What follows belongs to an exercise in optimizing a design on an open flow for small area, a short achievable clock period and few clock cycles per item; a production flow would make more cautious choices.
Function was checked by simulation only, so behaviour that the tests miss may differ from the original.

===== flow/config.mk =====
export PLATFORM = sky130hd
export DESIGN_NAME = qr_cordic_top
export DESIGN_NICKNAME = qr_cordic_top
export VERILOG_FILES = /design/flow/design.v
export SDC_FILE = /design/flow/constraint.sdc
export NUM_CORES = 4
export LEC_CHECK = 0
export ABC_AREA = 1
export CAP_MARGIN = 20
export CORE_MARGIN = 2
export CORE_UTILIZATION = 30
export SETUP_SLACK_MARGIN = 4
export SLEW_MARGIN = 20
export SYNTH_HIERARCHICAL = 1
export SYNTH_MINIMUM_KEEP_SIZE = 10
export TNS_END_PERCENT = 0

===== flow/constraint.sdc =====
create_clock -name core_clock -period 10.0 [get_ports {clk}]
set_input_delay 2.0000 -clock core_clock [delete_from_list [all_inputs] [get_ports {clk}]]
set_output_delay 2.0000 -clock core_clock [all_outputs]
set_load 0.01 [all_outputs]

===== flow/design.v =====
`timescale 1ns/100ps
module givens_cordic (
  input  logic        clk,
  input  logic        rst_n,
  input  logic [2:0]  ph,       
  input  logic [2:0]  ph_d,     
  input  logic        sgn,      
  input  logic        sgn_n,    
  input  logic [12:0] x0_i,
  input  logic [12:0] x1_i,
  input  logic [12:0] ys0_i,    
  input  logic [12:0] ys1_i,
  input  logic [12:0] yc0_i,
  input  logic [12:0] yc1_i,
  input  logic        yk0_i,
  input  logic        yk1_i,
  output logic [12:0] x0_o,     
  output logic [12:0] y0_o,
  output logic [12:0] x1_o,
  output logic [12:0] y1_o,
  output logic [12:0] x0_l,     
  output logic [12:0] y0_l,
  output logic [12:0] x1_l,
  output logic [12:0] y1_l
);
  logic signed [12:0] x0 [4];
  logic signed [12:0] y0 [4];
  logic signed [12:0] x1 [4];
  logic signed [12:0] y1 [4];
  assign x0[0] = x0_i;
  assign y0[0] = ys0_i;
  assign x1[0] = x1_i;
  assign y1[0] = ys1_i;
  logic s0;
  logic [2:0] ph0;
  logic [2:0] ph0_0;
  phase_nr #(.P(3)) u_ph0_0 (.clk(clk), .rst_n(rst_n), .d(ph_d), .q(ph0_0));
  logic [2:0] ph0_1;
  phase_nr_n #(.P(3)) u_ph0_1 (.clk(clk), .rst_n(rst_n), .d(ph_d), .q(ph0_1));
  logic [12:0] shx0_0, shy0_0, shx1_0, shy1_0;
  assign shy0_0 = (({13{ph0_0[0]}} & 13'(y0[0] >>> 0)) | ({13{ph0_0[1]}} & 13'(y0[0] >>> 3)) | ({13{ph0_0[2]}} & 13'(y0[0] >>> 6)));
  assign shx0_0 = (({13{ph0_0[0]}} & 13'(x0[0] >>> 0)) | ({13{ph0_0[1]}} & 13'(x0[0] >>> 3)) | ({13{ph0_0[2]}} & 13'(x0[0] >>> 6)));
  assign shy1_0 = (({13{ph0_1[0]}} & 13'(y1[0] >>> 0)) | ({13{ph0_1[1]}} & 13'(y1[0] >>> 3)) | ({13{ph0_1[2]}} & 13'(y1[0] >>> 6)));
  assign shx1_0 = (({13{ph0_1[0]}} & 13'(x1[0] >>> 0)) | ({13{ph0_1[1]}} & 13'(x1[0] >>> 3)) | ({13{ph0_1[2]}} & 13'(x1[0] >>> 6)));
  assign s0 = sgn;                            
  add3 u_x0_0 (.a(x0[0]), .b(shy0_0 ^ {13{s0}}), .c(yc0_i ^ {13{s0}}), .ci1(s0), .ci2(yk0_i ^ s0), .s(x0[1]));
  add3 u_y0_0 (.a(y0[0]), .b(shx0_0 ^ {13{sgn_n}}), .c(yc0_i), .ci1(sgn_n), .ci2(yk0_i), .s(y0[1]));
  add3 u_x1_0 (.a(x1[0]), .b(shy1_0 ^ {13{s0}}), .c(yc1_i ^ {13{s0}}), .ci1(s0), .ci2(yk1_i ^ s0), .s(x1[1]));
  add3 u_y1_0 (.a(y1[0]), .b(shx1_0 ^ {13{sgn_n}}), .c(yc1_i), .ci1(sgn_n), .ci2(yk1_i), .s(y1[1]));
  logic s1;
  logic [2:0] ph1;
  logic [2:0] ph1_0;
  phase_s_n #(.P(3)) u_ph1_0 (.clk(clk), .rst_n(rst_n), .d(ph_d), .q(ph1_0));
  logic [2:0] ph1_1;
  phase_r_n #(.P(3)) u_ph1_1 (.clk(clk), .rst_n(rst_n), .d(ph_d), .q(ph1_1));
  logic [12:0] shx0_1, shy0_1, shx1_1, shy1_1;
  assign shy0_1 = (({13{ph1_0[0]}} & 13'(y0[1] >>> 1)) | ({13{ph1_0[1]}} & 13'(y0[1] >>> 4)) | ({13{ph1_0[2]}} & 13'(y0[1] >>> 7)));
  assign shx0_1 = (({13{ph1_0[0]}} & 13'(x0[1] >>> 1)) | ({13{ph1_0[1]}} & 13'(x0[1] >>> 4)) | ({13{ph1_0[2]}} & 13'(x0[1] >>> 7)));
  assign shy1_1 = (({13{ph1_1[0]}} & 13'(y1[1] >>> 1)) | ({13{ph1_1[1]}} & 13'(y1[1] >>> 4)) | ({13{ph1_1[2]}} & 13'(y1[1] >>> 7)));
  assign shx1_1 = (({13{ph1_1[0]}} & 13'(x1[1] >>> 1)) | ({13{ph1_1[1]}} & 13'(x1[1] >>> 4)) | ({13{ph1_1[2]}} & 13'(x1[1] >>> 7)));
  assign s1 = y0[1][12];                    
  addsub u_x0_1 (.a(x0[1]), .b(shy0_1), .sub(s1),  .s(x0[2]));
  addsub u_y0_1 (.a(y0[1]), .b(shx0_1), .sub(~s1), .s(y0[2]));
  addsub u_x1_1 (.a(x1[1]), .b(shy1_1), .sub(s1),  .s(x1[2]));
  addsub u_y1_1 (.a(y1[1]), .b(shx1_1), .sub(~s1), .s(y1[2]));
  logic s2;
  logic [2:0] ph2;
  logic [2:0] ph2_0;
  phase_s #(.P(3)) u_ph2_0 (.clk(clk), .rst_n(rst_n), .d(ph_d), .q(ph2_0));
  logic [2:0] ph2_1;
  assign ph2_1 = ph;
  logic [12:0] shx0_2, shy0_2, shx1_2, shy1_2;
  assign shy0_2 = (({13{ph2_0[0]}} & 13'(y0[2] >>> 2)) | ({13{ph2_0[1]}} & 13'(y0[2] >>> 5)));
  assign shx0_2 = (({13{ph2_0[0]}} & 13'(x0[2] >>> 2)) | ({13{ph2_0[1]}} & 13'(x0[2] >>> 5)));
  assign shy1_2 = (({13{ph2_1[0]}} & 13'(y1[2] >>> 2)) | ({13{ph2_1[1]}} & 13'(y1[2] >>> 5)));
  assign shx1_2 = (({13{ph2_1[0]}} & 13'(x1[2] >>> 2)) | ({13{ph2_1[1]}} & 13'(x1[2] >>> 5)));
  assign s2 = y0[2][12];                    
  addsub u_x0_2 (.a(x0[2]), .b(shy0_2), .sub(s2),  .s(x0[3]));
  addsub u_y0_2 (.a(y0[2]), .b(shx0_2), .sub(~s2), .s(y0[3]));
  addsub u_x1_2 (.a(x1[2]), .b(shy1_2), .sub(s2),  .s(x1[3]));
  addsub u_y1_2 (.a(y1[2]), .b(shx1_2), .sub(~s2), .s(y1[3]));
  assign x0_o = x0[3];
  assign y0_o = y0[3];
  assign x1_o = x1[3];
  assign y1_o = y1[3];
  assign x0_l = x0[2];
  assign y0_l = y0[2];
  assign x1_l = x1[2];
  assign y1_l = y1[2];
endmodule
module addsub (
  input  logic [12:0] a,
  input  logic [12:0] b,
  input  logic        sub,
  output logic [12:0] s
);
  assign s = a + (b ^ {13{sub}}) + {12'd0, sub};
endmodule
module add3 (
  input  logic [12:0] a,
  input  logic [12:0] b,
  input  logic [12:0] c,
  input  logic        ci1,
  input  logic        ci2,
  output logic [12:0] s
);
  logic [12:0] sw, cw;
  logic [13:0] t;
  assign sw = a ^ b ^ c;
  assign cw = {(a[11:0] & b[11:0]) | (a[11:0] & c[11:0]) | (b[11:0] & c[11:0]), ci1};
  assign t  = {sw, 1'b1} + {cw, ci2};
  assign s  = t[13:1];
endmodule
module gain_cs (
  input  logic [12:0] v,
  output logic [12:0] hi_s,
  output logic [12:0] hi_c,
  output logic        k
);
  logic [21:0] ve, ta, tb, tc, td, s1, k1, s2, k2;
  logic [9:0]  lo;
  assign ve = {{9{v[12]}}, v};
  assign ta = ve << 8;
  assign tb = ve << 6;
  assign tc = ~(ve << 3);
  assign td = ~ve;
  assign s1 = ta ^ tb ^ tc;
  assign k1 = {(ta[20:0] & tb[20:0]) | (ta[20:0] & tc[20:0]) | (tb[20:0] & tc[20:0]), 1'b1};
  assign s2 = s1 ^ k1 ^ td;
  assign k2 = {(s1[20:0] & k1[20:0]) | (s1[20:0] & td[20:0]) | (k1[20:0] & td[20:0]), 1'b1};
  assign lo   = {1'b0, s2[8:0]} + {1'b0, k2[8:0]};
  assign hi_s = s2[21:9];
  assign hi_c = k2[21:9];
  assign k    = lo[9];
endmodule
module phase_nr #(parameter int P = 3) (
  input  logic clk, input logic rst_n, input logic [P-1:0] d, output logic [P-1:0] q);
  always_ff @(posedge clk) begin
    q <= d;
  end
endmodule
module phase_nr_n #(parameter int P = 3) (
  input  logic clk, input logic rst_n, input logic [P-1:0] d, output logic [P-1:0] q);
  logic [P-1:0] qn;
  always_ff @(posedge clk) begin
    qn <= ~d;
  end
  assign q = ~qn;
endmodule
module phase_s_n #(parameter int P = 3) (
  input  logic clk, input logic rst_n, input logic [P-1:0] d, output logic [P-1:0] q);
  logic [P-1:0] qn;
  always_ff @(posedge clk or negedge rst_n) begin
    if (!rst_n) begin
      qn <= '1;
    end else begin
      qn <= ~d;
    end
  end
  assign q = ~qn;
endmodule
module phase_r_n #(parameter int P = 3) (
  input  logic clk, input logic rst_n, input logic [P-1:0] d, output logic [P-1:0] q);
  logic [P-1:0] qn;
  always_ff @(posedge clk or negedge rst_n) begin
    if (!rst_n) begin
      qn <= '0;
    end else begin
      qn <= ~d;
    end
  end
  assign q = ~qn;
endmodule
module phase_s #(parameter int P = 3) (
  input  logic clk, input logic rst_n, input logic [P-1:0] d, output logic [P-1:0] q);
  always_ff @(posedge clk or negedge rst_n) begin
    if (!rst_n) begin
      q <= '1;
    end else begin
      q <= d;
    end
  end
endmodule
`timescale 1ns/100ps
module qr_row_store (
  input  logic        clk,
  input  logic        rst_n,
  input  logic        clr,
  input  logic        push,
  input  logic        pop,
  input  logic [25:0] din,
  output logic [25:0] dout,     
  output logic        nonempty
);
  logic [19:0]  mem [4];
  logic [19:0]  rd;
  logic [1:0] wp;
  logic [1:0] rp;
  logic [2:0]  cnt;
  assign nonempty = (cnt != '0);
  assign rd       = mem[rp];
  assign dout     = {{3{rd[19]}}, rd[19:10], {3{rd[9]}}, rd[9:0]};
  always_ff @(posedge clk or negedge rst_n) begin
    if (!rst_n) begin
      wp  <= '0;
      rp  <= '0;
      cnt <= '0;
    end else if (clr) begin
      wp  <= '0;
      rp  <= '0;
      cnt <= '0;
    end else begin
      if (push) begin
        wp <= (wp == 2'd3) ? '0 : wp + 2'd1;
      end
      if (pop) begin
        rp <= (rp == 2'd3) ? '0 : rp + 2'd1;
      end
      if (push && !pop) begin
        cnt <= cnt + 1'b1;
      end else if (pop && !push) begin
        cnt <= cnt - 1'b1;
      end
    end
  end
  always_ff @(posedge clk) begin
    for (int i = 0; i < 4; i++) begin
      if (push && wp == 2'(i)) begin
        mem[i] <= {din[22:13], din[9:0]};
      end
    end
  end
endmodule
`timescale 1ns/100ps
module qr_sequencer (
  input  logic       clk,
  input  logic       rst_n,
  input  logic       valid,
  input  logic       fifo_ne,
  output logic       take7,      
  output logic       take_x,     
  output logic       run,        
  output logic [2:0] ph,         
  output logic [2:0] ph_d,       
  output logic       last,       
  output logic       load_x,     
  output logic       from_fifo,  
  output logic       push,       
  output logic       flush,      
  output logic       clr
);
  logic       busy;       
  logic [2:0] cnt;        
  logic [2:0] pairs;      
  logic       fin;        
  logic       free;       
  assign take7     = ~busy && valid && (cnt == 3'd0);
  assign take_x    = ~busy && valid && (cnt != 3'd0);
  assign run       = |ph;
  assign last      = ph[2];
  assign free      = ~run || last;
  assign from_fifo = free && fifo_ne;
  assign load_x    = free && (fifo_ne || take_x) && ~(last && pairs == 3'd6);
  assign push      = take_x && ~(free && ~fifo_ne);
  assign clr       = fin;
  assign ph_d      = load_x ? 3'd1 : {ph[1:0], 1'b0};
  always_ff @(posedge clk or negedge rst_n) begin
    if (!rst_n) begin
      cnt   <= 3'd0;
      busy  <= 1'b0;
      ph    <= '0;
      pairs <= 3'd0;
      flush <= 1'b0;
      fin   <= 1'b0;
    end else begin
      if (take7 || take_x) begin
        cnt <= cnt + 3'd1;
      end
      if (take_x && cnt == 3'd7) begin
        busy <= 1'b1;
      end else if (fin) begin
        busy <= 1'b0;
      end
      ph <= ph_d;
      if (last) begin
        pairs <= (pairs == 3'd6) ? 3'd0 : pairs + 3'd1;
      end
      flush <= last && (pairs == 3'd6);
      fin   <= flush;
    end
  end
endmodule
`timescale 1ns/100ps
module qr_cordic_top (
  input  logic        clk,
  input  logic        rst_n,
  input  logic        valid,
  input  logic [25:0] in_row,      
  output logic        out_valid,
  output logic [25:0] out_row      
);
  logic        take7, take_x, run, last, load_x, from_fifo, push, flush, clr;
  logic        fifo_ne;
  logic [2:0]  ph, ph_d;
  logic [25:0] fifo_q;
  logic [25:0] x_new;
  logic [12:0] x0, x1;                    
  logic [12:0] ys0, ys1, yc0, yc1;        
  logic        yk0, yk1;
  logic        sgn, sgn_n;                
  logic        mid;
  logic [25:0] ys_d, yc_d;
  logic [1:0]  yk_d;
  logic [12:0] x0_o, y0_o, x1_o, y1_o;
  logic [12:0] x0_l, y0_l, x1_l, y1_l;
  logic [12:0] gs0, gs1, gc0, gc1;
  logic        gk0, gk1;
  logic [25:0] out_s, out_c;              
  logic [1:0]  out_k;
  logic [13:0] out_t0, out_t1;
  logic [12:0] os0, os1, oc0, oc1;
  logic        ok0, ok1;
  qr_sequencer u_seq (
    .clk       (clk),
    .rst_n     (rst_n),
    .valid     (valid),
    .fifo_ne   (fifo_ne),
    .take7     (take7),
    .take_x    (take_x),
    .run       (run),
    .ph        (ph),
    .ph_d      (ph_d),
    .last      (last),
    .load_x    (load_x),
    .from_fifo (from_fifo),
    .push      (push),
    .flush     (flush),
    .clr       (clr)
  );
  qr_row_store u_store (
    .clk      (clk),
    .rst_n    (rst_n),
    .clr      (clr),
    .push     (push),
    .pop      (from_fifo),
    .din      (in_row),
    .dout     (fifo_q),
    .nonempty (fifo_ne)
  );
  givens_cordic u_givens (
    .clk   (clk),
    .rst_n (rst_n),
    .ph    (ph),
    .ph_d  (ph_d),
    .sgn   (sgn),
    .sgn_n (sgn_n),
    .x0_i  (x0),  .x1_i  (x1),
    .ys0_i (ys0), .ys1_i (ys1),
    .yc0_i (yc0), .yc1_i (yc1),
    .yk0_i (yk0), .yk1_i (yk1),
    .x0_o  (x0_o), .y0_o (y0_o), .x1_o (x1_o), .y1_o (y1_o),
    .x0_l  (x0_l), .y0_l (y0_l), .x1_l (x1_l), .y1_l (y1_l)
  );
  gain_cs u_gx0 (.v(x0_l), .hi_s(gs0), .hi_c(gc0), .k(gk0));
  gain_cs u_gx1 (.v(x1_l), .hi_s(gs1), .hi_c(gc1), .k(gk1));
  assign x_new = from_fifo ? fifo_q : in_row;
  always_ff @(posedge clk) begin
    if (load_x) begin
      {x1, x0} <= x_new;
    end else begin
      {x1, x0} <= {x1_o, x0_o};
    end
  end
  assign mid    = run && !last;
  assign ys_d   = ({26{take7}} & in_row) | ({26{last}} & {gs1, gs0}) | ({26{mid}} & {y1_o, y0_o});
  assign yc_d   = {26{last}} & {gc1, gc0};
  assign yk_d   = {2{last}} & {gk1, gk0};
  always_ff @(posedge clk) begin
    if (take7 || run) begin
      {ys1, ys0} <= ys_d;
      {yc1, yc0} <= yc_d;
      {yk1, yk0} <= yk_d;
    end
  end
  always_ff @(posedge clk) begin
    if (take7) begin
      sgn   <= in_row[12];
      sgn_n <= ~in_row[12];
    end else if (last) begin
      sgn   <= x0_l[12];
      sgn_n <= ~x0_l[12];
    end else if (run) begin
      sgn   <= y0_o[12];
      sgn_n <= ~y0_o[12];
    end
  end
  gain_cs u_gy0 (.v(y0_l), .hi_s(os0), .hi_c(oc0), .k(ok0));
  gain_cs u_gy1 (.v(y1_l), .hi_s(os1), .hi_c(oc1), .k(ok1));
  always_ff @(posedge clk or negedge rst_n) begin
    if (!rst_n) begin
      out_valid <= 1'b0;
      out_s     <= '0;
      out_c     <= '0;
      out_k     <= 2'b00;
    end else if (last) begin
      out_valid <= 1'b1;
      out_s     <= {os1, os0};
      out_c     <= {oc1, oc0};
      out_k     <= {ok1, ok0};
    end else if (flush) begin
      out_valid <= 1'b1;
      out_s     <= {ys1, ys0};
      out_c     <= {yc1, yc0};
      out_k     <= {yk1, yk0};
    end else begin
      out_valid <= 1'b0;
      out_s     <= '0;
      out_c     <= '0;
      out_k     <= 2'b00;
    end
  end
  assign out_t0         = {out_s[12:0], 1'b1}  + {out_c[12:0], out_k[0]};
  assign out_t1         = {out_s[25:13], 1'b1} + {out_c[25:13], out_k[1]};
  assign out_row        = {out_t1[13:1], out_t0[13:1]};
endmodule

===== flow/run.sh =====
#!/bin/bash
# synth_recipe.tcl (not shown) runs the flow's synth.tcl, then flattens the netlist and writes it again
# the make line also repeats each setting of config.mk as NAME=value (left out here)
make -C /OpenROAD-flow-scripts/flow DESIGN_CONFIG=/design/flow/config.mk WORK_HOME=/design/flow/orfs CLKGATE_MAP_FILE= SYNTH_SCRIPT=/design/flow/synth_recipe.tcl finish

==> impl_metrics.json, run 1 <==
{
  "outcome": "complete, no violations",
  "dp_cells": 5600,
  "dieArea_mm2": 0.102,
  "die_h_um": 320,
  "io_pins": 56,
  "cts-root-buf": "clkbuf_16",
  "pre_cts_ws_ns": 2.44,
  "fin_skew_ns": 0.0558,
  "drc_errors": 0,
  "gr-total-overflow": 0,
  "path_clk_slew_ns": 0.07,
  "worst_pin_slew_ns": 1.08,
  "grt_max_degree": 62,
  "multi_input_area_mm2": 0.0208,
  "antenna_found_initial": 3,
  "period_needed_ns": 6.11,
  "placed_cell_area_mm2": 0.0314,
  "grt_pass1_wl_um": 145000,
  "relSlewSlack": 0.277,
  "rsz0062_at_grt": "true",
  "globalRouteTotalUtil": 0.180,
  "worst_hold_slack_ns": 0.528,
  "crit_required_ns": 10.32,
  "critPathMaxFanout": 9,
  "syn_avg_cell_area_um2": 6.86,
  "synth_nets": 4755,
  "numCtsBuffers": 30,
  "routabilityCongestion": 0.935,
  "end_kind": "register",
  "fillers": 10300,
  "port-buffer-count": 55,
  "worst-setup-path-type": "reg2reg",
  "final.period_utilization": 0.611,
  "seq_area_mm2": 0.00681,
  "layoutNonFillerInstCount": 5767,
  "setup_viol": 0,
  "crit_path_frequent_cell": "nand2_1",
  "hp-class": "reg2reg",
  "first_global_vias": 26100,
  "dieWidth_um": 320,
  "dr.pass1.iters": 5,
  "num_vias": 27400,
  "max-cap-violations": 0,
  "core_area_mm2": 0.0986,
  "syn-instance-count": 4352,
  "clock_sinks": 250,
  "insertion_delay_ns": 0.61,
  "design_area_mm2": 0.0348,
  "tritoncts": "done",
  "yosysWarnings": 24,
  "crit_arrival_ns": 6.42,
  "start_util": 0.303,
  "wl_um": 93300,
  "syn_area_mm2": 0.0299,
  "cp-start-kind": "register",
  "cts-htree-levels": 1,
  "fin_util": 0.353,
  "area_delta_synth_final_pct": 16.4,
  "drt_iter0_markers": 2090,
  "drtAntennaViolNets": 0,
  "finalSetupTns_ns": 0,
  "clockBufferDepth": 3,
  "setup_ws_ns": 3.89,
  "layout-drive-gt1-share": 0.131,
  "critPathMaxStageDelay_ns": 0.53,
  "wl_per_cell_um": 16.2,
  "via_per_inst": 4.75,
  "final_hold_viol_count": 0,
  "drv_slew": 0,
  "nets": 4856,
  "crit_slowest_cell": "fa_1",
  "rows": 115,
  "max_freq_ghz": 0.164,
  "dpl.hpwl_um": 74000
}
-- per-layer routing --
layer	global-route usage	share of wire
met3	0.0169	0.056
met1	0.247	0.45
met2	0.301	0.46
met4	0.0461	0.027
met5	0	0
-- worst max-delay path: cells and delay by family, from the launching register on --
family,cells,cell delay (ns)
buffers and inverters,11,1.37
DFF,1,0.38
adders and majority gates,4,1.56
xor gates and xnor gates,2,0.32
and+or+nand+nor,25,2.23
-- flip-flops by register name, summed over array words and instances, names as in the netlist, 3 cells and up --
| name | flops |
|---|---|
| u_store.cnt | 3 |
| x0 | 13 |
| u_seq.pairs | 3 |
| ys0 | 13 |
| u_givens.u_ph0_1.qn | 3 |
| u_seq.ph | 3 |
| u_givens.u_ph1_1.qn | 3 |
| out_s | 26 |
| x1 | 13 |
| ys1 | 13 |
| u_givens.u_ph1_0.qn | 3 |
| u_store.mem | 80 |
| u_seq.cnt | 3 |
| yc0 | 13 |
| out_c | 26 |
| u_givens.u_ph0_0.q | 3 |
| yc1 | 13 |
-- final timing paths --
path | from | to | slack [ns] | depth (start not counted)
min in group asynchronous | rst_n | out_k[0] | 1.31 | 1
worst min register to register | u_seq.pairs[2] | u_seq.pairs[2] | 0.53 | 2
max in group asynchronous | rst_n | u_seq.ph[2] | 7.45 | 2
worst max register to register | sgn_n | ys0[11] | 3.89 | 42
worst max-delay path | sgn_n | ys0[11] | 3.89 | 42
worst min-delay path | u_seq.pairs[2] | u_seq.pairs[2] | 0.53 | 2
-- cell type report --
cell class	count	share of cell area
antenna	3	0.000216
clock buffer	39	0.0237
sequential	250	0.196
inverter	730	0.0801
tap	1287	0.0463
clock inverter	17	0.00392
multi-input combinational	3251	0.597
timing repair buffer	190	0.0531
-- placed cells by master, fill, tap and decap left out, types with 11 or more instances in the layout --
| cell | instances |
|---|---|
| a31oi_1 | 43 |
| ha_2 | 17 |
| xnor2_2 | 25 |
| clkdlybuf4s50_1 | 54 |
| nand2_4 | 19 |
| xnor2_1 | 58 |
| inv_1 | 690 |
| nand2_1 | 1541 |
| nand2_2 | 110 |
| ha_4 | 21 |
| a21oi_1 | 103 |
| o21ai_1 | 15 |
| nor2_1 | 181 |
| a21oi_2 | 23 |
| dfxtp_1 | 22 |
| clkbuf_16 | 31 |
| xor2_2 | 16 |
| xor2_1 | 149 |
| o21ai_0 | 22 |
| buf_4 | 115 |
| fa_1 | 127 |
| nand3_2 | 20 |
| inv_2 | 29 |
| nor2_2 | 36 |
| dfrtp_1 | 75 |
| edfxtp_1 | 136 |
| nand4_1 | 96 |
| o22ai_1 | 15 |
| ha_1 | 201 |
| nor2_4 | 11 |
| nand3b_1 | 12 |
| nand3_1 | 315 |
-- repair_timing --
action	in CTS	in global routing
gates resized for setup	257	38
cloned	5	1
hold endpoints to repair	0	0
pin swaps	82	21
buffers inserted	88	14
setup endpoints to repair	129	68
hold buffers	0	0
Testbench counts, summed over its fixed seeds: cycles 8,000, matrices 320.
==> inputs of run 2 (changes only) <==
--- a/flow/config.mk
+++ b/flow/config.mk
@@ -5,10 +5,9 @@
 export SDC_FILE = /design/flow/constraint.sdc
 export NUM_CORES = 4
 export LEC_CHECK = 0
-export ABC_AREA = 1
 export CAP_MARGIN = 20
 export CORE_MARGIN = 2
-export CORE_UTILIZATION = 30
+export CORE_UTILIZATION = 45
 export SETUP_SLACK_MARGIN = 4
 export SLEW_MARGIN = 20
 export SYNTH_HIERARCHICAL = 1
==> run 2 against run 1 <==
Still clean on timing, DRC and antenna. Worst setup slack worse by 0.96 ns. Critical path depth down 10. Core utilization up 19 points. Global-route usage up 7.6 points. Worst hold slack worse by 0.020 ns. Die area down 41%. Synthesized cell count down 37%.
==> impl_metrics.json, run 2 <==
{
  "outcome": "complete, no violations",
  "critPathMaxFanout": 18,
  "first_global_vias": 20700,
  "rows": 88,
  "fillers": 5140,
  "path_clk_slew_ns": 0.06,
  "antenna_found_initial": 0,
  "tritoncts": "done",
  "numCtsBuffers": 27,
  "die_h_um": 246,
  "dieArea_mm2": 0.0605,
  "syn_avg_cell_area_um2": 9.55,
  "dieWidth_um": 246,
  "fin_skew_ns": 0.0416,
  "drtAntennaViolNets": 0,
  "syn-instance-count": 2758,
  "core_area_mm2": 0.0578,
  "synth_nets": 3161,
  "dpl.hpwl_um": 59300,
  "layout_commonest_cell": "inv_1",
  "critPathMaxStageDelay_ns": 0.54,
  "area_delta_synth_final_pct": 20.2,
  "worst_pin_slew_ns": 1.08,
  "cts_hold_buf": 0,
  "period_needed_ns": 7.07,
  "fin_util": 0.548,
  "grt_pass1_wl_um": 121000,
  "crit_required_ns": 10.29,
  "final.period_utilization": 0.707,
  "cts-htree-levels": 1,
  "drc_errors": 0,
  "gr-total-overflow": 0,
  "wl_um": 79400,
  "drv_slew": 0,
  "finalSetupTns_ns": 0,
  "worst_hold_slack_ns": 0.507,
  "crit_slowest_cell": "fa_1",
  "most-common-layout-cells": "inv_1, ha_1, nand2_1",
  "end_kind": "register",
  "cp-start-kind": "register",
  "insertion_delay_ns": 0.58,
  "crit_arrival_ns": 7.36,
  "start_util": 0.456,
  "largest_reg_flops": 80,
  "clock_sinks": 250,
  "nets": 3327,
  "clockBufferDepth": 3,
  "io_pins": 56,
  "relSlewSlack": 0.280,
  "wl_per_cell_um": 21.4,
  "setup_ws_ns": 2.93,
  "via_per_inst": 5.83,
  "setup_viol": 0,
  "max_freq_ghz": 0.142,
  "drt_iter0_markers": 2076,
  "final_hold_viol_count": 0,
  "grt_max_degree": 84,
  "rsz0062_at_grt": "true",
  "pre_cts_ws_ns": 1.52,
  "crit_path_frequent_cell": "nand2_1",
  "num_vias": 21600,
  "port-buffer-count": 55,
  "max-cap-violations": 0,
  "regMostFlops": "u_store.mem",
  "cts-root-buf": "clkbuf_16",
  "syn_area_mm2": 0.0263,
  "routabilityCongestion": 0.949,
  "globalRouteTotalUtil": 0.256,
  "dr.pass1.iters": 7,
  "reg_top3": "u_store.mem: 80 flops, out_c: 26 flops, out_s: 26 flops",
  "worst-setup-path-type": "reg2reg",
  "yosysWarnings": 24,
  "layout-drive-gt1-share": 0.196,
  "hp-class": "reg2reg",
  "antenna_cells": 0
}
run 2: layout make-up:
cell class | instances | area [um2] | share of cell area
sequential | 250 | 6820 | 0.215
multi-input combinational | 2126 | 19700 | 0.622
timing repair inverter | 3 | 21.3 | 0.000672
clock buffer | 33 | 741 | 0.0234
inverter | 263 | 1010 | 0.0319
tap | 765 | 957 | 0.0302
timing repair buffer | 253 | 2270 | 0.0717
clock inverter | 17 | 163 | 0.00514
run 2: through the flow:
stage / cell area (um2) / instances
3_3_place_gp: 27700 / 3495
5_1_grt: 31700 / 3710
4_1_cts: 30200 / 3638
6_report: 31700 / 3710
2_1_floorplan: 26400 / 2758
3_5_place_dp: 27700 / 3496
run 2: critical path, delay by kind of cell, from the launching register on:
| family | cells | cell delay [ns] |
|---|---|---|
| AO/OA/AOI/OAI | 13 | 2.89 |
| XOR/XNOR | 4 | 0.67 |
| adder cells (fa/ha/maj) | 4 | 1.57 |
| buffers and inverters | 4 | 0.44 |
| flip-flops | 1 | 0.38 |
| AND/OR/NAND/NOR | 7 | 0.84 |
run 2: per-layer routing:
metal  routed length, um  GRT usage  up-vias
met5                   0          0        -
met1               37200      0.384    10600
met3                5000     0.0307      110
li1                    -          -    10100
met2               35400      0.395      752
met4                1800     0.0506        0
run 2: path summary, 6_finish.rpt:
| kind | startpoint | to | slack (ns) | depth (start not counted) |
|---|---|---|---|---|
| setup / recovery | u_givens.u_ph0_1.qn[1] | ys1[11] | 2.93 | 32 |
| hold / removal | u_seq.cnt[0] | u_seq.cnt[0] | 0.51 | 1 |
| setup reg to reg | u_givens.u_ph0_1.qn[1] | ys1[11] | 2.93 | 32 |
| hold reg to reg | u_seq.cnt[0] | u_seq.cnt[0] | 0.51 | 1 |
| max in group asynchronous | rst_n | u_seq.ph[2] | 7.55 | 2 |
| min in group asynchronous | rst_n | u_seq.cnt[1] | 1.27 | 1 |
run 2: timing repair:
action,in CTS,in global routing
pin swaps,70,130
gates resized for setup,160,160
gates cloned,5,1
setup endpoints to repair,136,135
setup buffers,87,70
hold endpoints to repair,0,0
==> inputs of run 3 (changes only) <==
--- a/flow/config.mk
+++ b/flow/config.mk
@@ -5,10 +5,11 @@
 export SDC_FILE = /design/flow/constraint.sdc
 export NUM_CORES = 4
 export LEC_CHECK = 0
+export ABC_AREA = 1
 export CAP_MARGIN = 20
 export CORE_MARGIN = 2
-export CORE_UTILIZATION = 45
-export SETUP_SLACK_MARGIN = 4
+export CORE_UTILIZATION = 30
+export SETUP_SLACK_MARGIN = 3
 export SLEW_MARGIN = 20
 export SYNTH_HIERARCHICAL = 1
 export SYNTH_MINIMUM_KEEP_SIZE = 10
==> run 3 against run 2 <==
Still clean. Clock skew decreased by 0.0024 ns. Fmax increased by 5.9%. Via count increased by 23%. Critical path type unchanged. Critical endpoint is now yk1. Highest routed layer unchanged.
==> impl_metrics.json, run 3 <==
{
  "hold_end": "u_seq.busy",
  "synth_nets": 4755,
  "crit_path_frequent_cell": "inv_1",
  "rows": 115,
  "cts_hold_buf": 0,
  "core_area_mm2": 0.0986,
  "r2r_cells": 30,
  "relSlewSlack": 0.275,
  "area_delta_synth_final_pct": 9.71,
  "syn_area_mm2": 0.0299,
  "dpl.hpwl_um": 72600,
  "antenna_found_initial": 0,
  "globalRouteTotalUtil": 0.176,
  "first_global_vias": 25700,
  "drc_errors": 0,
  "drt_iter0_markers": 1987,
  "routabilityCongestion": 0.943,
  "nets": 4753,
  "worst-setup-path-type": "reg2reg",
  "num_vias": 26700,
  "dr.pass1.iters": 6,
  "design_area_mm2": 0.0328,
  "worst_pin_slew_ns": 1.09,
  "grt_pass1_wl_um": 143000,
  "layout-drive-gt1-share": 0.0741,
  "placed_cell_area_mm2": 0.0314,
  "dieArea_mm2": 0.102,
  "worstHoldPathCells": 1,
  "start_util": 0.303,
  "cts-root-buf": "clkbuf_16",
  "r2r_slack_ns": 3.33,
  "r2r-end": "yk1",
  "numCtsBuffers": 30,
  "syn_avg_cell_area_um2": 6.86,
  "antenna_cells": 0,
  "fin_util": 0.332,
  "hp-start": "u_seq.fin",
  "path_clk_slew_ns": 0.06,
  "clockBufferDepth": 3,
  "clock_sinks": 250,
  "io_pins": 56,
  "dieWidth_um": 320,
  "final.period_utilization": 0.667,
  "layout_commonest_cell": "nand2_1",
  "crit_arrival_ns": 7.05,
  "fin_skew_ns": 0.0392,
  "period_needed_ns": 6.67,
  "hp-class": "reg2reg",
  "reg_top3": "u_store.mem: 80 flops, out_c: 26 flops, out_s: 26 flops",
  "drtAntennaViolNets": 0,
  "cts-htree-levels": 1,
  "worst_hold_slack_ns": 0.519,
  "tritoncts": "done",
  "crit_required_ns": 10.38,
  "max_freq_ghz": 0.150,
  "reg2reg_from": "sgn_n",
  "largest_reg_flops": 80,
  "critPathMaxFanout": 16,
  "end_kind": "register",
  "yosysWarnings": 24,
  "rsz0062_at_grt": "true",
  "max-cap-violations": 0,
  "finalSetupTns_ns": 0,
  "regMostFlops": "u_store.mem",
  "port-buffer-count": 55,
  "crit_slowest_cell": "fa_1",
  "outcome": "complete, no violations",
  "fillers": 10600,
  "most-common-layout-cells": "nand2_1, inv_1, nand3_1",
  "die_h_um": 320,
  "insertion_delay_ns": 0.62,
  "cp-start-kind": "register",
  "syn-instance-count": 4352,
  "drv_slew": 0,
  "via_per_inst": 4.71,
  "gr-total-overflow": 0,
  "critPathMaxStageDelay_ns": 0.55,
  "final_hold_viol_count": 0,
  "grt_max_degree": 76,
  "setup_viol": 0,
  "wl_um": 90000,
  "wl_per_cell_um": 15.9
}
==> run 3: what timing repair did <==
action,CTS,global route
gates cloned,0,1
endpoints found under the setup margin,100,53
gates resized for setup,10,49
setup buffers,2,8
pin swaps,0,2
==> run 3: metrics by stage <==
step / setup slack, ns / cells
after CTS: 2.90 / 5652
after global routing: 2.89 / 5661
after global placement: 1.89 / 5594
after floorplan: 3.94 / 4352
after detailed placement: 1.88 / 5594
final: 3.33 / 5661
==> run 3: worst max-delay path by stage <==
stage / startpoint / endpoint / slack [ns] / cells after the start
finish: sgn_n / yk1 / 3.33 / 30
global route: u_givens.u_ph0_0.q[1] / sgn / 2.89 / 41
CTS: sgn / out_k[1] / 2.90 / 33
detailed placement: sgn_n / sgn / 1.88 / 38
global placement: sgn_n / sgn / 1.89 / 35
floorplan: sgn_n / ys0[12] / 3.94 / 38
==> run 3: critical path, delay by kind of cell (launching register included) <==
kind	cells	cell delay (ns)
AOI/OAI and AO/OA	1	0.14
xor gates and xnor gates	2	0.78
and+or+nand+nor	13	1.34
DFF	1	0.46
buffers and inverters	8	1.01
adders and majority gates	6	2.74
==> run 3: layout make-up <==
class / count / area [um2] / area share
inverters: 730 / 2760 / 0.0844
repair buffers: 87 / 850 / 0.0259
clock buffers: 35 / 779 / 0.0238
well taps: 1287 / 1610 / 0.0492
multi-input cells: 3251 / 19700 / 0.602
flip-flops and latches: 250 / 6800 / 0.207
clock inverters: 21 / 253 / 0.00771
==> run 3: layer usage <==
metal | track usage | part of all wire | vias up
met5 | 0 | 0 | -
met4 | 0.0463 | 0.031 | 0
met3 | 0.0158 | 0.044 | 134
met2 | 0.301 | 0.47 | 600
met1 | 0.236 | 0.46 | 12400
li1 | - | - | 13500
==> inputs of run 4 (changes only) <==
--- a/flow/config.mk
+++ b/flow/config.mk
@@ -9,8 +9,6 @@
 export CAP_MARGIN = 20
 export CORE_MARGIN = 2
 export CORE_UTILIZATION = 30
-export SETUP_SLACK_MARGIN = 3
+export SETUP_SLACK_MARGIN = 4
 export SLEW_MARGIN = 20
-export SYNTH_HIERARCHICAL = 1
-export SYNTH_MINIMUM_KEEP_SIZE = 10
 export TNS_END_PERCENT = 0
==> run 4 against run 3 <==
Still clean. Final cell count shrank 19%. First-iteration DRC count grew 1.9%. Critical path type unchanged.
==> impl_metrics.json, run 4 <==
{
  "syn-instance-count": 3250,
  "syn_area_mm2": 0.0255,
  "max-cap-violations": 0,
  "synth_top_cell_by_area": "edfxtp_1",
  "async_reset_ff_frac": 0.328,
  "dieArea_mm2": 0.0874,
  "ys_top_cells_by_count": "nand2_1, inv_1, ha_1",
  "design_area_mm2": 0.0314,
  "synth_top_area_frac": 0.160,
  "nets": 3846,
  "via_per_inst": 5.04,
  "yosys.area_share.xor_xnor": 0.0901,
  "synth_top_family_by_area": "adder cells",
  "yosysWarnings": 18,
  "synth_edf_count": 136,
  "gr-total-overflow": 0,
  "worst-setup-path-type": "reg2reg",
  "fin_skew_ns": 0.0238,
  "final.period_utilization": 0.728,
  "dr.pass1.iters": 6,
  "globalRouteTotalUtil": 0.195,
  "grt_max_degree": 64,
  "die_h_um": 296,
  "core_area_mm2": 0.0840,
  "area_delta_synth_final_pct": 23.1,
  "placed_cell_area_mm2": 0.0277,
  "synthAdderAreaFrac": 0.225,
  "cts-htree-levels": 1,
  "yosysMostFrequentCell": "nand2_1",
  "finalSetupTns_ns": 0,
  "outcome": "complete, no violations",
  "relSlewSlack": 0.431,
  "wl_um": 87400,
  "first_global_vias": 21800,
  "crit_slowest_cell": "fa_1",
  "crit_path_frequent_cell": "a21oi_2",
  "cts_hold_buf": 0,
  "ys_seq_area_frac": 0.266,
  "layout_commonest_cell": "nand2_1",
  "hp-class": "reg2reg",
  "period_needed_ns": 7.28,
  "io_pins": 56,
  "wl_per_cell_um": 19.0,
  "tritoncts": "done",
  "end_kind": "register",
  "port-buffer-count": 55,
  "crit_arrival_ns": 7.59,
  "critPathMaxFanout": 18,
  "rsz0062_at_grt": "true",
  "grt_pass1_wl_um": 131000,
  "start_util": 0.304,
  "num_vias": 23100,
  "dpl.hpwl_um": 66900,
  "antenna_cells": 0,
  "cts-root-buf": "clkbuf_16",
  "path_clk_slew_ns": 0.06,
  "largest_reg_flops": 80,
  "worst_hold_slack_ns": 0.521,
  "synth_compound_area_frac": 0.145,
  "synth_nets": 3658,
  "drv_slew": 0,
  "yosys.cell_types.count": 59,
  "critPathMaxStageDelay_ns": 0.57,
  "clock_sinks": 250,
  "most-common-layout-cells": "nand2_1, inv_1, ha_1",
  "setup_viol": 0,
  "ys_ff_latch": 250,
  "crit_buf_inv": 9,
  "insertion_delay_ns": 0.59,
  "antenna_found_initial": 0,
  "yosys_most_used_dff": "edfxtp_1",
  "dieWidth_um": 296,
  "drt_iter0_markers": 2025,
  "drc_errors": 0,
  "numCtsBuffers": 28,
  "clockBufferDepth": 3,
  "drtAntennaViolNets": 0,
  "crit_family": "compound AO/OA/AOI/OAI gates",
  "max_freq_ghz": 0.137,
  "synth_mux_area_frac": 0,
  "cp-start-kind": "register",
  "reg_top3": "u_store.mem: 80 flops, out_c: 26 flops, out_s: 26 flops",
  "worst_pin_slew_ns": 0.849,
  "layout-drive-gt1-share": 0.173,
  "fin_util": 0.374,
  "routabilityCongestion": 0.994,
  "synthTopCellsByArea": "edfxtp_1, ha_1, nand2_1",
  "crit_required_ns": 10.31,
  "syn_avg_cell_area_um2": 7.85,
  "regMostFlops": "u_store.mem",
  "rows": 106,
  "synthSimpleGateAreaFrac": 0.183,
  "final_hold_viol_count": 0
}
run 4: cell types whose count changed in the layout (fill, tap and decap cells not counted), sizes merged, moves of 29 or more:
cell / change
a31oi: -32
xnor2: -29
buf: +153
a21oi: +106
inv: -220
xor2: +32
o211ai: +30
o221ai: +30
nand4: -85
nor2: -89
nand3: -177
nand2: -927
o21ai: +143
run 4: area by class of cell:
| class | instances | area [um2] |
|---|---|---|
| timing repair inverter | 3 | 23.8 |
| multi-input combinational | 2395 | 18100 |
| inverter | 521 | 2020 |
| fill | 8491 | 52500 |
| clock buffer | 29 | 704 |
| tap | 1134 | 1420 |
| sequential | 250 | 6810 |
| clock inverter | 23 | 255 |
| timing repair buffer | 239 | 2110 |
run 4: kinds of logic (layout without fill, tap and decap cells):
kind of cell	after synthesis	after routing
AO/OA/AOI/OAI	626	626
XOR/XNOR	260	260
adder cells (fa/ha/maj)	379	379
buffers and inverters	606	815
flip-flops	250	250
AND/OR/NAND/NOR	1129	1130
run 4: worst paths after layout:
kind,start,to,slack (ns),depth (start not counted)
max in group asynchronous,rst_n,out_c[2],7.47,2
setup reg to reg,sgn,ys1[10],2.72,41
hold reg to reg,u_seq.cnt[2],u_seq.cnt[2],0.52,2
setup / recovery,sgn,ys1[10],2.72,41
min in group asynchronous,rst_n,u_store.wp[1],1.32,1
hold / removal,u_seq.cnt[2],u_seq.cnt[2],0.52,2
run 4: repair_timing:
action                                  CTS  global route
pin swaps                                88           172
gates cloned                              4             0
gates resized for setup                 175           210
setup buffers                            76            77
endpoints found under the setup margin  134           130
run 4: metrics by stage:
stage          worst slack (ns)  cells
3_5_place_dp               1.78   4385
4_1_cts                    2.84   4517
3_3_place_gp               1.85   4385
2_1_floorplan              3.47   3250
5_1_grt                    2.32   4594
6_report                   2.72   4594
run 4: per-layer routing:
metal / vias up / part of all wire / track usage
met5: - / 0 / 0
met4: 0 / 0.024 / 0.0418
met3: 116 / 0.080 / 0.0334
met2: 887 / 0.42 / 0.290
met1: 11100 / 0.48 / 0.292
li1: 11000 / - / -
run 4: worst register-to-register path, delay by kind of cell, from the launching register on:
family | cells | cell delay, ns
AOI/OAI and AO/OA | 14 | 1.95
adders and majority gates | 4 | 1.39
buffers and inverters | 9 | 1.30
xor gates and xnor gates | 5 | 0.93
and+or+nand+nor | 9 | 0.92
DFF | 1 | 0.51
==> inputs of run 5 (changes only) <==
--- a/flow/design.v
+++ b/flow/design.v
@@ -37,16 +37,21 @@
   phase_nr #(.P(3)) u_ph0_0 (.clk(clk), .rst_n(rst_n), .d(ph_d), .q(ph0_0));
   logic [2:0] ph0_1;
   phase_nr_n #(.P(3)) u_ph0_1 (.clk(clk), .rst_n(rst_n), .d(ph_d), .q(ph0_1));
+  logic signed [12:0] y0v, x0v, y1v, x1v;       
+  assign y0v = y0[0] ^ {13{sgn}};
+  assign x0v = x0[0] ^ {13{sgn_n}};
+  assign y1v = y1[0] ^ {13{sgn}};
+  assign x1v = x1[0] ^ {13{sgn_n}};
   logic [12:0] shx0_0, shy0_0, shx1_0, shy1_0;
-  assign shy0_0 = (({13{ph0_0[0]}} & 13'(y0[0] >>> 0)) | ({13{ph0_0[1]}} & 13'(y0[0] >>> 3)) | ({13{ph0_0[2]}} & 13'(y0[0] >>> 6)));
-  assign shx0_0 = (({13{ph0_0[0]}} & 13'(x0[0] >>> 0)) | ({13{ph0_0[1]}} & 13'(x0[0] >>> 3)) | ({13{ph0_0[2]}} & 13'(x0[0] >>> 6)));
-  assign shy1_0 = (({13{ph0_1[0]}} & 13'(y1[0] >>> 0)) | ({13{ph0_1[1]}} & 13'(y1[0] >>> 3)) | ({13{ph0_1[2]}} & 13'(y1[0] >>> 6)));
-  assign shx1_0 = (({13{ph0_1[0]}} & 13'(x1[0] >>> 0)) | ({13{ph0_1[1]}} & 13'(x1[0] >>> 3)) | ({13{ph0_1[2]}} & 13'(x1[0] >>> 6)));
+  assign shy0_0 = (({13{ph0_0[0]}} & 13'(y0v >>> 0)) | ({13{ph0_0[1]}} & 13'(y0v >>> 3)) | ({13{ph0_0[2]}} & 13'(y0v >>> 6)));
+  assign shx0_0 = (({13{ph0_0[0]}} & 13'(x0v >>> 0)) | ({13{ph0_0[1]}} & 13'(x0v >>> 3)) | ({13{ph0_0[2]}} & 13'(x0v >>> 6)));
+  assign shy1_0 = (({13{ph0_1[0]}} & 13'(y1v >>> 0)) | ({13{ph0_1[1]}} & 13'(y1v >>> 3)) | ({13{ph0_1[2]}} & 13'(y1v >>> 6)));
+  assign shx1_0 = (({13{ph0_1[0]}} & 13'(x1v >>> 0)) | ({13{ph0_1[1]}} & 13'(x1v >>> 3)) | ({13{ph0_1[2]}} & 13'(x1v >>> 6)));
   assign s0 = sgn;                            
-  add3 u_x0_0 (.a(x0[0]), .b(shy0_0 ^ {13{s0}}), .c(yc0_i ^ {13{s0}}), .ci1(s0), .ci2(yk0_i ^ s0), .s(x0[1]));
-  add3 u_y0_0 (.a(y0[0]), .b(shx0_0 ^ {13{sgn_n}}), .c(yc0_i), .ci1(sgn_n), .ci2(yk0_i), .s(y0[1]));
-  add3 u_x1_0 (.a(x1[0]), .b(shy1_0 ^ {13{s0}}), .c(yc1_i ^ {13{s0}}), .ci1(s0), .ci2(yk1_i ^ s0), .s(x1[1]));
-  add3 u_y1_0 (.a(y1[0]), .b(shx1_0 ^ {13{sgn_n}}), .c(yc1_i), .ci1(sgn_n), .ci2(yk1_i), .s(y1[1]));
+  add3 u_x0_0 (.a(x0[0]), .b(shy0_0), .c(yc0_i ^ {13{s0}}), .ci1(s0), .ci2(yk0_i ^ s0), .s(x0[1]));
+  add3 u_y0_0 (.a(y0[0]), .b(shx0_0), .c(yc0_i), .ci1(sgn_n), .ci2(yk0_i), .s(y0[1]));
+  add3 u_x1_0 (.a(x1[0]), .b(shy1_0), .c(yc1_i ^ {13{s0}}), .ci1(s0), .ci2(yk1_i ^ s0), .s(x1[1]));
+  add3 u_y1_0 (.a(y1[0]), .b(shx1_0), .c(yc1_i), .ci1(sgn_n), .ci2(yk1_i), .s(y1[1]));
   logic s1;
   logic [2:0] ph1;
   logic [2:0] ph1_0;
--- a/flow/config.mk
+++ b/flow/config.mk
@@ -5,10 +5,13 @@
 export SDC_FILE = /design/flow/constraint.sdc
 export NUM_CORES = 4
 export LEC_CHECK = 0
-export ABC_AREA = 1
 export CAP_MARGIN = 20
+export CELL_PAD_IN_SITES_DETAIL_PLACEMENT = 1
+export CELL_PAD_IN_SITES_GLOBAL_PLACEMENT = 1
 export CORE_MARGIN = 2
 export CORE_UTILIZATION = 30
 export SETUP_SLACK_MARGIN = 4
 export SLEW_MARGIN = 20
+export SYNTH_HIERARCHICAL = 1
+export SYNTH_MINIMUM_KEEP_SIZE = 10
 export TNS_END_PERCENT = 0
==> run 5 against run 4 <==
Still clean. Non-clock buffer count rose by 23. Worst setup slack improved by 0.054 ns. Sequential share of layout area fell by 1.3 points. Fmax rose by 0.75%. Final cell count fell by 8.4%. Global-route usage rose by 0.60 points.
==> impl_metrics.json, run 5 <==
{
  "cp_num_cells": 34,
  "worst_pin_slew_ns": 1.11,
  "syn_avg_cell_area_um2": 9.45,
  "end_kind": "register",
  "grt_max_degree": 67,
  "r2r_cells": 34,
  "grt_pass1_wl_um": 147000,
  "crit_arrival_ns": 7.54,
  "crit_required_ns": 10.31,
  "drtAntennaViolNets": 0,
  "crit_path_frequent_cell": "buf_4",
  "worstHoldPathCells": 1,
  "cts-root-buf": "clkbuf_16",
  "relSlewSlack": 0.262,
  "synth_nets": 3262,
  "cp-start-kind": "register",
  "fin_skew_ns": 0.0477,
  "hp-class": "reg2reg",
  "path_clk_slew_ns": 0.07,
  "clock_sinks": 250,
  "max-cap-violations": 0,
  "period_needed_ns": 7.22,
  "start_util": 0.302,
  "port-buffer-count": 55,
  "crit_buf_inv": 7,
  "rows": 110,
  "drv_slew": 0,
  "finalSetupTns_ns": 0,
  "dr.pass1.iters": 5,
  "regMostFlops": "u_store.mem",
  "insertion_delay_ns": 0.60,
  "die_h_um": 304,
  "rsz0062_at_grt": "true",
  "syn_area_mm2": 0.0270,
  "core_area_mm2": 0.0896,
  "pre_cts_ws_ns": 1.05,
  "gr-total-overflow": 0,
  "dieArea_mm2": 0.0925,
  "area_delta_synth_final_pct": 23.5,
  "numCtsBuffers": 27,
  "max_freq_ghz": 0.138,
  "final_hold_viol_count": 0,
  "drt_iter0_markers": 1510,
  "first_global_vias": 24200,
  "via_per_inst": 5.44,
  "layout-drive-gt1-share": 0.215,
  "tritoncts": "done",
  "layout_commonest_cell": "inv_1",
  "clockBufferDepth": 3,
  "antenna_cells": 0,
  "cts_hold_buf": 0,
  "setup_viol": 0,
  "syn-instance-count": 2859,
  "worst-setup-path-type": "reg2reg",
  "num_vias": 22900,
  "io_pins": 56,
  "yosysWarnings": 24,
  "critPathMaxFanout": 14,
  "drc_errors": 0,
  "crit_slowest_cell": "fa_1",
  "critPathMaxStageDelay_ns": 0.54,
  "dpl.hpwl_um": 72000,
  "routabilityCongestion": 0.912,
  "cts-htree-levels": 1,
  "dieWidth_um": 304,
  "wl_per_cell_um": 22.8,
  "globalRouteTotalUtil": 0.201,
  "crit_family": "compound AO/OA/AOI/OAI gates",
  "final.period_utilization": 0.722,
  "reg_top3": "u_store.mem: 80 flops, out_c: 26 flops, out_s: 26 flops",
  "setup_ws_ns": 2.78,
  "wl_um": 96000,
  "largest_reg_flops": 80,
  "outcome": "complete, no violations",
  "nets": 3418,
  "most-common-layout-cells": "inv_1, ha_1, nand2_1",
  "antenna_found_initial": 1
}
[run 5: area by class of cell]
type	count	area, um2
Clock inverter	11	104
Inverter	258	1000
Timing Repair inverter	1	8.76
Fill cell	10000	56200
Clock buffer	37	776
Multi-Input combinational cell	2215	20700
Sequential cell	250	6800
Timing Repair Buffer	262	2460
Tap cell	1176	1470
[run 5: repair_timing]
item | CTS | global route
pin swaps | 112 | 77
gates resized for setup | 301 | 125
setup endpoints to repair | 136 | 136
setup buffers | 120 | 29
cloned | 9 | 0
[run 5: routing by layer]
| layer | GRT usage | part of all wire | vias up |
|---|---|---|---|
| li1 | - | - | 10500 |
| met1 | 0.289 | 0.47 | 11700 |
| met2 | 0.322 | 0.46 | 564 |
| met3 | 0.0211 | 0.049 | 141 |
| met4 | 0.0463 | 0.028 | 0 |
| met5 | 0 | 0 | - |
[run 5: metrics by stage]
| stage | instances | util | hold slack (ns) | instance area [um2] |
|---|---|---|---|---|
| after floorplan | 2859 | - | 0.380 | 27100 |
| after global placement | 4004 | 0.322 | 0.492 | 28800 |
| after detailed placement | 4004 | 0.322 | 0.508 | 28800 |
| after CTS | 4181 | 0.362 | 0.520 | 32500 |
| after global routing | 4210 | 0.372 | 0.535 | 33400 |
| final | 4210 | 0.372 | 0.513 | 33400 |
[run 5: path summary, 6_finish.rpt]
check	from	end	slack, ns
setup / recovery	sgn	sgn_n	2.78
hold / removal	u_seq.cnt[0]	u_seq.cnt[0]	0.51
setup reg to reg	sgn	sgn_n	2.78
hold reg to reg	u_seq.cnt[0]	u_seq.cnt[0]	0.51
max in group asynchronous	rst_n	u_seq.ph[2]	7.55
min in group asynchronous	rst_n	u_seq.cnt[1]	1.27
[run 5: worst reg2reg max path: cells and delay by family, from the launching register on]
kind	cells	cell delay (ns)
AOI/OAI and AO/OA	13	2.52
adders and majority gates	4	1.62
buffers and inverters	7	0.94
xor gates and xnor gates	4	0.72
and+or+nand+nor	5	0.68
DFF	1	0.39
muxes	1	0.11
Testbench counts of run 5, summed over its fixed seeds: cycles 8,000, matrices 320.
==> inputs of run 6 (changes only) <==
--- a/flow/config.mk
+++ b/flow/config.mk
@@ -5,9 +5,8 @@
 export SDC_FILE = /design/flow/constraint.sdc
 export NUM_CORES = 4
 export LEC_CHECK = 0
+export ABC_AREA = 1
 export CAP_MARGIN = 20
-export CELL_PAD_IN_SITES_DETAIL_PLACEMENT = 1
-export CELL_PAD_IN_SITES_GLOBAL_PLACEMENT = 1
 export CORE_MARGIN = 2
 export CORE_UTILIZATION = 30
 export SETUP_SLACK_MARGIN = 4
==> run 6 against run 5 <==
Still clean. Design area increased by 7.3%. Global-route usage decreased by 2.5 points. Critical path depth decreased by 1. Clock skew decreased by 0.011 ns. Worst hold slack got worse by 0.040 ns. Largest cell class unchanged. Highest routed layer unchanged.
==> impl_metrics.json, run 6 <==
{
  "outcome": "complete, no violations",
  "r2r_cells": 33,
  "r2r-end": "out_k[0]",
  "path_clk_slew_ns": 0.06,
  "hold_end": "u_seq.fin",
  "setup_viol": 0,
  "start_util": 0.303,
  "drc_errors": 0,
  "end_kind": "register",
  "hp-start": "u_seq.flush",
  "drt_iter0_markers": 2290,
  "die_h_um": 319,
  "cp-start-kind": "register",
  "reg2reg_from": "sgn",
  "antenna_cells": 0,
  "crit_path_frequent_cell": "nand2_1",
  "port-buffer-count": 55,
  "core_area_mm2": 0.0984,
  "routabilityCongestion": 0.929,
  "largest_reg_flops": 80,
  "syn_avg_cell_area_um2": 6.85,
  "pre_cts_ws_ns": 1.59,
  "final.period_utilization": 0.626,
  "dpl.hpwl_um": 72500,
  "r2r_slack_ns": 3.74,
  "critPathMaxStageDelay_ns": 0.57,
  "rows": 115,
  "dieArea_mm2": 0.102,
  "clockBufferDepth": 3,
  "worstHoldPathCells": 0,
  "reg_top3": "u_store.mem: 80 flops, out_c: 26 flops, out_s: 26 flops",
  "synth_nets": 4755,
  "worst_pin_slew_ns": 0.989,
  "crit_required_ns": 10.48,
  "via_per_inst": 4.76,
  "finalSetupTns_ns": 0,
  "regMostFlops": "u_store.mem",
  "fin_skew_ns": 0.0364,
  "cts_hold_buf": 0,
  "antenna_found_initial": 1,
  "critPathMaxFanout": 14,
  "area_delta_synth_final_pct": 20.0,
  "cts-root-buf": "clkbuf_16",
  "io_pins": 56,
  "rsz0062_at_grt": "true",
  "max-cap-violations": 0,
  "clock_sinks": 250,
  "layout-drive-gt1-share": 0.165,
  "drv_slew": 0,
  "first_global_vias": 25700,
  "cts-htree-levels": 1,
  "syn_area_mm2": 0.0298,
  "nets": 4885,
  "insertion_delay_ns": 0.57,
  "syn-instance-count": 4352,
  "dieWidth_um": 319,
  "num_vias": 27600,
  "tritoncts": "done",
  "final_hold_viol_count": 0,
  "relSlewSlack": 0.341,
  "max_freq_ghz": 0.160,
  "crit_slowest_cell": "fa_1",
  "dr.pass1.iters": 9,
  "period_needed_ns": 6.26,
  "worst-setup-path-type": "reg2reg",
  "globalRouteTotalUtil": 0.176,
  "drtAntennaViolNets": 0,
  "most-common-layout-cells": "nand2_1, inv_1, nand3_1",
  "setup_ws_ns": 3.74,
  "hp-class": "reg2reg",
  "yosysWarnings": 24,
  "wl_per_cell_um": 16.1,
  "wl_um": 93400,
  "grt_pass1_wl_um": 142000,
  "numCtsBuffers": 25,
  "gr-total-overflow": 0,
  "layout_commonest_cell": "nand2_1",
  "grt_max_degree": 72,
  "crit_arrival_ns": 6.73
}
## run 6: stage by stage
step                      instance area (um2)  hold slack, ns  utilization  cells
after CTS                               34100           0.473        0.347   5727
after floorplan                         29800           0.349            -   4352
after detailed placement                31400           0.451        0.320   5597
final                                   35800           0.473        0.364   5788
after global routing                    35800           0.467        0.364   5788
after global placement                  31400           0.445        0.320   5597
## run 6: worst max-delay path by stage
stage,start,end,slack [ns],cells past startpoint
finish,sgn,out_k[0],3.74,33
detailed placement,sgn_n,x1[12],1.59,38
global route,sgn_n,sgn,3.50,45
CTS,sgn,ys0[12],3.83,40
global placement,sgn_n,out_k[1],1.66,35
floorplan,sgn_n,ys0[12],4.01,40
## run 6: area by class of cell
class / count / area (um2)
Sequential cell: 250 / 6800
Clock inverter: 16 / 174
Inverter: 781 / 2990
Multi-Input combinational cell: 3201 / 21400
Tap cell: 1287 / 1610
Clock buffer: 30 / 654
Fill cell: 10400 / 62600
Timing Repair inverter: 2 / 20.0
Timing Repair Buffer: 221 / 2110
## run 6: what timing repair did
action                                  4_1_cts  5_1_grt
gates cloned                                  4        3
pin swaps                                    75      155
setup buffers                                80       58
gates resized for setup                     227      249
endpoints found under the setup margin      136       99
## run 6: critical path: cells and delay by family, from the launching register on
kind	cells	cell delay, ns
buffers and inverters	8	1.07
and+or+nand+nor	16	1.46
adders and majority gates	6	2.32
xor gates and xnor gates	3	0.82
DFF	1	0.50
## run 6: routing by layer
metal,GRT usage,wire (um),vias up
met1,0.256,43600,12900
met4,0.0419,2520,0
li1,-,-,13800
met5,0,0,-
met3,0.0253,6830,132
met2,0.272,40500,825

port drivers added, routing unchanged:
In the flow no input, the clock included, has a driving cell. The finished layouts below were timed again as built, in two steps.
Step 1, drivers: a clkbuf_16 drives clk and a buf_2 each remaining input, both assumed.
Step 2, shift: input delay + t, output delay - t, t = (earliest + latest rising clock arrival at the registers) / 2. This alone moves slack from input paths to output paths.
a / b / c = ideal ports / drivers / drivers and shift; a / b = the first two.
run | shift t [ns] | setup slack, ns | worst setup path at the end | clock arrival spread, ns
run 1 | 0.647 | 3.893 / 3.893 / 3.893 | register to register | 0.057 / 0.057
run 2 | 0.612 | 2.934 / 2.934 / 2.934 | register to register | 0.042 / 0.042
run 3 | 0.657 | 3.329 / 3.329 / 3.329 | register to register | 0.041 / 0.040
run 4 | 0.636 | 2.723 / 2.723 / 2.723 | register to register | 0.024 / 0.024
run 5 | 0.633 | 2.777 / 2.777 / 2.777 | register to register | 0.047 / 0.047
run 6 | 0.615 | 3.741 / 3.741 / 3.741 | register to register | 0.038 / 0.038
After both steps every run listed still meets setup and hold.
